This is an optimization exercise on Yosys and OpenROAD, whose aim is a short achievable clock period and few clock cycles, not a production implementation.
RTL that was checked went through simulation tests only; none was proved equivalent to the original.

==> wip/indigo: inputs <==
==> flow/design.v (excerpt) <==
module mips_cpu_harvard
(
  input  logic        clk,
  input  logic        reset,
  output logic        active,
  output logic [31:0] register_v0,
  input  logic        clk_enable,
  output logic [31:0] instr_address,
  input  logic [31:0] instr_readdata,
  output logic [31:0] data_address,
  output logic        data_write,
  output logic        data_read,
  output logic [31:0] data_writedata,
  input  logic [31:0] data_readdata
);
==> flow/config.mk <==
export PLATFORM = sky130hd
export DESIGN_NAME = mips_cpu_harvard
export DESIGN_NICKNAME = mips_cpu_harvard
export VERILOG_FILES = /design/flow/design.v
export SDC_FILE = /design/flow/constraint.sdc
export NUM_CORES = 4
export LEC_CHECK = 0
export CAP_MARGIN = 20
export CORE_MARGIN = 2
export CORE_UTILIZATION = 40
export SLEW_MARGIN = 20
==> flow/constraint.sdc <==
create_clock -name core_clock -period 12.0 [get_ports {clk}]
set_input_delay 2.4000 -clock core_clock [delete_from_list [all_inputs] [get_ports {clk}]]
set_output_delay 2.4000 -clock core_clock [all_outputs]
set_load 0.01 [all_outputs]
standard.sh (not shown) runs the stock make flow with config.mk's settings and CLKGATE_MAP_FILE= SYNTH_SCRIPT=/design/flow/synth_recipe.tcl, a recipe that flattens the netlist after the stock synthesis.
==> flow/flow/run.sh <==
#!/bin/bash
set -euo pipefail
bash standard.sh SETUP_SLACK_MARGIN=8.5 finish > standard_make.log 2>&1
==> wip/willow: changes against wip/indigo <==
--- a/flow/design.v
+++ b/flow/design.v
@@ -213,30 +213,60 @@
 (
   input  logic [A_N-1:0]   op,
   input  mips_pkg::word_t  a,
   input  mips_pkg::word_t  b,
   input  logic [4:0]       shamt,
   output mips_pkg::word_t  result
 );
-  mips_pkg::word_t sum;
-  logic [32:0]     diff;
-  logic            lt_signed;
-  logic            lt_unsigned;
-  assign sum         = a + b;
-  assign diff        = {1'b0, a} - {1'b0, b};
-  assign lt_unsigned = diff[32];
-  assign lt_signed   = (a[31] ^ b[31]) ? a[31] : diff[31];
-  assign result = ({32{op[A_ADD]}}  & sum)
-                | ({32{op[A_SUB]}}  & diff[31:0])
-                | ({32{op[A_AND]}}  & (a & b))
+  function automatic logic [32:0] carries(input logic [31:0] x, input logic [31:0] y,
+                                          input logic cin);
+    logic [31:0] g, p, g2, p2;
+    g = x & y;
+    p = x | y;
+    g[0] = g[0] | (p[0] & cin);
+    for (int k = 1; k < 32; k = k * 2)
+    begin
+      g2 = g;
+      p2 = p;
+      for (int i = k; i < 32; i++)
+      begin
+        g2[i] = g[i] | (p[i] & g[i-k]);
+        p2[i] = p[i] & p[i-k];
+      end
+      g = g2;
+      p = p2;
+    end
+    carries = {g, cin};
+  endfunction
+  logic [32:0]     cs, cd;         
+  mips_pkg::word_t ps;             
+  mips_pkg::word_t c, q, r0, r1;
+  mips_pkg::word_t early;
+  logic            sel_arith, slt_bit, sltu_bit;
+  assign cs = carries(a, b, 1'b0);
+  assign cd = carries(a, ~b, 1'b1);
+  assign ps = a ^ b;
+  assign early  = ({32{op[A_AND]}}  & (a & b))
                 | ({32{op[A_OR]}}   & (a | b))
-                | ({32{op[A_XOR]}}  & (a ^ b))
+                | ({32{op[A_XOR]}}  & ps)
                 | ({32{op[A_SLL]}}  & (b << shamt))
-                | ({32{op[A_SRL]}}  & (b >> shamt))
-                | {31'b0, (op[A_SLT] & lt_signed) | (op[A_SLTU] & lt_unsigned)};
+                | ({32{op[A_SRL]}}  & (b >> shamt));
+  assign sel_arith = op[A_ADD] || op[A_SUB];
+  assign c  = op[A_ADD] ? cs[31:0] : cd[31:0];
+  assign q  = op[A_ADD] ? ps : ~ps;
+  assign r0 = sel_arith ? q  : early;
+  assign r1 = sel_arith ? ~q : early;
+  assign slt_bit  = op[A_SLT]  && ((a[31] ^ b[31]) ? a[31] : !cd[31]);
+  assign sltu_bit = op[A_SLTU] && !cd[32];
+  always_comb
+  begin
+    for (int i = 0; i < 32; i++)
+      result[i] = c[i] ? r1[i] : r0[i];
+    result[0] = result[0] | slt_bit | sltu_bit;
+  end
 endmodule
 `default_nettype wire
 `default_nettype none
 import mips_pkg::*;
 module mips_fetch
 (
   input  logic [31:0] instr,
@@ -293,14 +323,15 @@
   mips_pkg::word_t e_a, e_b, e_st;
   logic [4:0]      e_shamt;
   mips_pkg::reg_idx_t e_wr;         
   logic            e_load, e_store;
   logic            e_br;            
   mips_pkg::word_t e_alt;           
   mips_pkg::word_t m_addr, m_wdata, m_res;
+  mips_pkg::word_t e_fwd_a, e_fwd_b, e_fwd_st;  
   logic            m_read, m_write;
   mips_pkg::reg_idx_t m_wr;         
   assign instr_address  = pc;
   assign data_address   = m_addr;
   assign data_writedata = m_wdata;
   assign data_read      = m_read;
   assign data_write     = m_write;
@@ -336,34 +367,38 @@
   assign m_hit_b = d_rt != '0 && d_rt == m_wr;
   logic d_br, d_same, stall, mispredict;
   assign d_br   = (d_beq || d_bne) && !d_same;
   assign d_same = d_rs == d_rt;
   assign stall  = d_valid && (
                     (d_jr && (e_hit_a || m_hit_a)) ||
                     (e_load && ((d_uses_rs && e_hit_a) || (d_uses_rt && e_hit_b))));
-  assign mispredict = e_br && e_a == e_b;
+  mips_pkg::word_t a_in, b_in, st_in;
+  assign a_in  = e_fwd_a  | e_a;
+  assign b_in  = e_fwd_b  | e_b;
+  assign st_in = e_fwd_st | e_st;
+  assign mispredict = e_br && a_in == b_in;
   logic            d_taken;
   mips_pkg::word_t d_btarget, d_target, pc_next;
   assign d_btarget = d_pc4 + {d_imm[29:0], 2'b00};
   assign d_taken   = d_valid && ((d_beq && d_same) || (d_bne && !d_same) || d_j || d_jr);
   always_comb
   begin
     if (d_jr)
       d_target = rf_a;
     else if (d_j)
       d_target = {d_pc4[31:28], d_ir[25:0], 2'b00};
     else
       d_target = d_btarget;
   end
   assign pc_next = d_taken ? d_target : pc + 32'd4;
-  logic e_fwd_a, e_fwd_b, e_fwd_st;
+  logic fwd_a, fwd_b, fwd_st;
   mips_pkg::word_t a_early, b_early, st_early;
-  assign e_fwd_a  = e_hit_a && !d_lui && !d_jal;
-  assign e_fwd_st = e_hit_b;
-  assign e_fwd_b  = e_hit_b && !d_use_imm && !d_jal;
+  assign fwd_a  = e_hit_a && !d_lui && !d_jal;
+  assign fwd_st = e_hit_b;
+  assign fwd_b  = e_hit_b && !d_use_imm && !d_jal && !d_lui;
   always_comb
   begin
     if (d_lui)
       a_early = {d_ir[15:0], 16'h0000};
     else if (d_jal)
       a_early = d_pc4 + 32'd4;
     else if (m_hit_a)
@@ -377,21 +412,21 @@
     if (d_jal || d_lui)
       b_early = '0;
     else if (d_use_imm)
       b_early = d_imm;
     else
       b_early = st_early;
   end
-  logic f_take, f_last, f_effect, d_effect, e_effect, halt;
-  mips_fetch effect_inst (.instr(instr_readdata), .has_effect(f_effect));
+  logic f_take, f_last, d_has_effect, d_effect, e_effect, halt;
+  mips_fetch effect_inst (.instr(d_ir), .has_effect(d_has_effect));
   assign f_take   = !fetch_stop && !stall && !mispredict;
   assign f_last   = f_take && pc == '0;
-  assign d_effect = d_valid && (d_wr != '0 || d_load || d_store);
+  assign d_effect = d_valid && d_has_effect;
   assign e_effect = e_wr != '0 || e_load || e_store;
-  assign halt     = (fetch_stop || f_last) && !(f_last && f_effect) && !d_effect && !e_effect;
+  assign halt     = fetch_stop && !d_effect && !e_effect;
   always_ff @(posedge clk)
   begin
     if (reset)
     begin
       active     <= 1'b1;
       pc         <= RESET_VECTOR;
       fetch_stop <= 1'b0;
@@ -445,25 +480,29 @@
       begin
         d_ir  <= instr_readdata;
         d_pc4 <= pc + 32'd4;
       end
       e_op    <= d_op;
       e_alt   <= d_bne ? d_pc4 + 32'd4 : d_btarget;
       e_shamt <= d_ir[10:6];
-      e_a     <= e_fwd_a  ? e_res : a_early;
-      e_b     <= e_fwd_b  ? e_res : b_early;
-      e_st    <= e_fwd_st ? e_res : st_early;
-      m_addr  <= e_a + e_b;
-      m_wdata <= e_st;
-      m_res   <= e_res;
+      e_a      <= fwd_a  ? '0 : a_early;
+      e_b      <= fwd_b  ? '0 : b_early;
+      e_st     <= fwd_st ? '0 : st_early;
+      e_fwd_a  <= fwd_a  ? e_res : '0;
+      e_fwd_b  <= fwd_b  ? e_res : '0;
+      e_fwd_st <= fwd_st ? e_res : '0;
+      m_addr   <= a_in + e_b;
+      m_wdata  <= st_in;
+      if (e_wr != '0)
+        m_res    <= e_res;
     end
   end
   always_ff @(posedge clk)
   begin
     if (run && active && halt)
       v0_out <= (m_wr == 5'd2) ? w_data : rf_v0;
   end
   mips_alu alu_inst (
-    .op(e_op), .a(e_a), .b(e_b), .shamt(e_shamt), .result(e_res)
+    .op(e_op), .a(a_in), .b(b_in), .shamt(e_shamt), .result(e_res)
   );
 endmodule
 `default_nettype wire
==> results_dict.tcl <==
set metrics [dict create \
    grt_max_degree 84 \
    nClkBuffers 168 \
    syn_to_final_growth_pct 28.3 \
    use_met3 0.176 \
    status "timing/DRC/antenna clean" \
    leakagePower_nw 32.2 \
    yosys.area_share.simple 0.105 \
]
-- figures above: wip/indigo

==> results_dict.tcl <==
set metrics [dict create \
    yosys.area_share.simple 0.120 \
    netlist_instances 6424 \
    grt_max_degree 73 \
    leakagePower_nw 33.0 \
    status "timing/DRC/antenna clean" \
    nClkBuffers 185 \
    ioPinCount 198 \
    use_met3 0.151 \
    dieArea_um2 190000 \
]
-- figures above: wip/willow

Testbench counts of wip/willow, summed over its fixed seeds: cycles 64,128.
Only the layout flow was run in wip/indigo; the RTL was not checked for function there.

port drivers added, routing unchanged:
No port has a modelled driver above. Below, the same layouts with a new extraction and two added sets of constraints.
Step 1, drivers: a clkbuf_16 drives clk and a buf_2 each remaining input, both assumed.
Step 2 moves the port delays by t, midway between the first and last clock arrival at a register: inputs arrive t later, outputs are due t later. That takes back most of the time a late clock gives input paths.
Slacks: ideal ports / drivers / drivers and shift; pairs: ideal ports / drivers.
run	t, ns	setup slack, ns	worst setup path at the end	latest minus earliest clock arrival (ns)	cell pins on the clock port's net
wip/indigo	0.938	7.399 / 7.399 / 7.157	input to register	0.050 / 0.050	1
wip/willow	0.917	7.763 / 7.674 / 7.300	input to register	0.092 / 0.091	1
After both steps setup and hold are still met in every run listed. The setup slack of wip/willow, which loses most, moves by -0.089 ns with the drivers and by -0.463 ns with both steps.
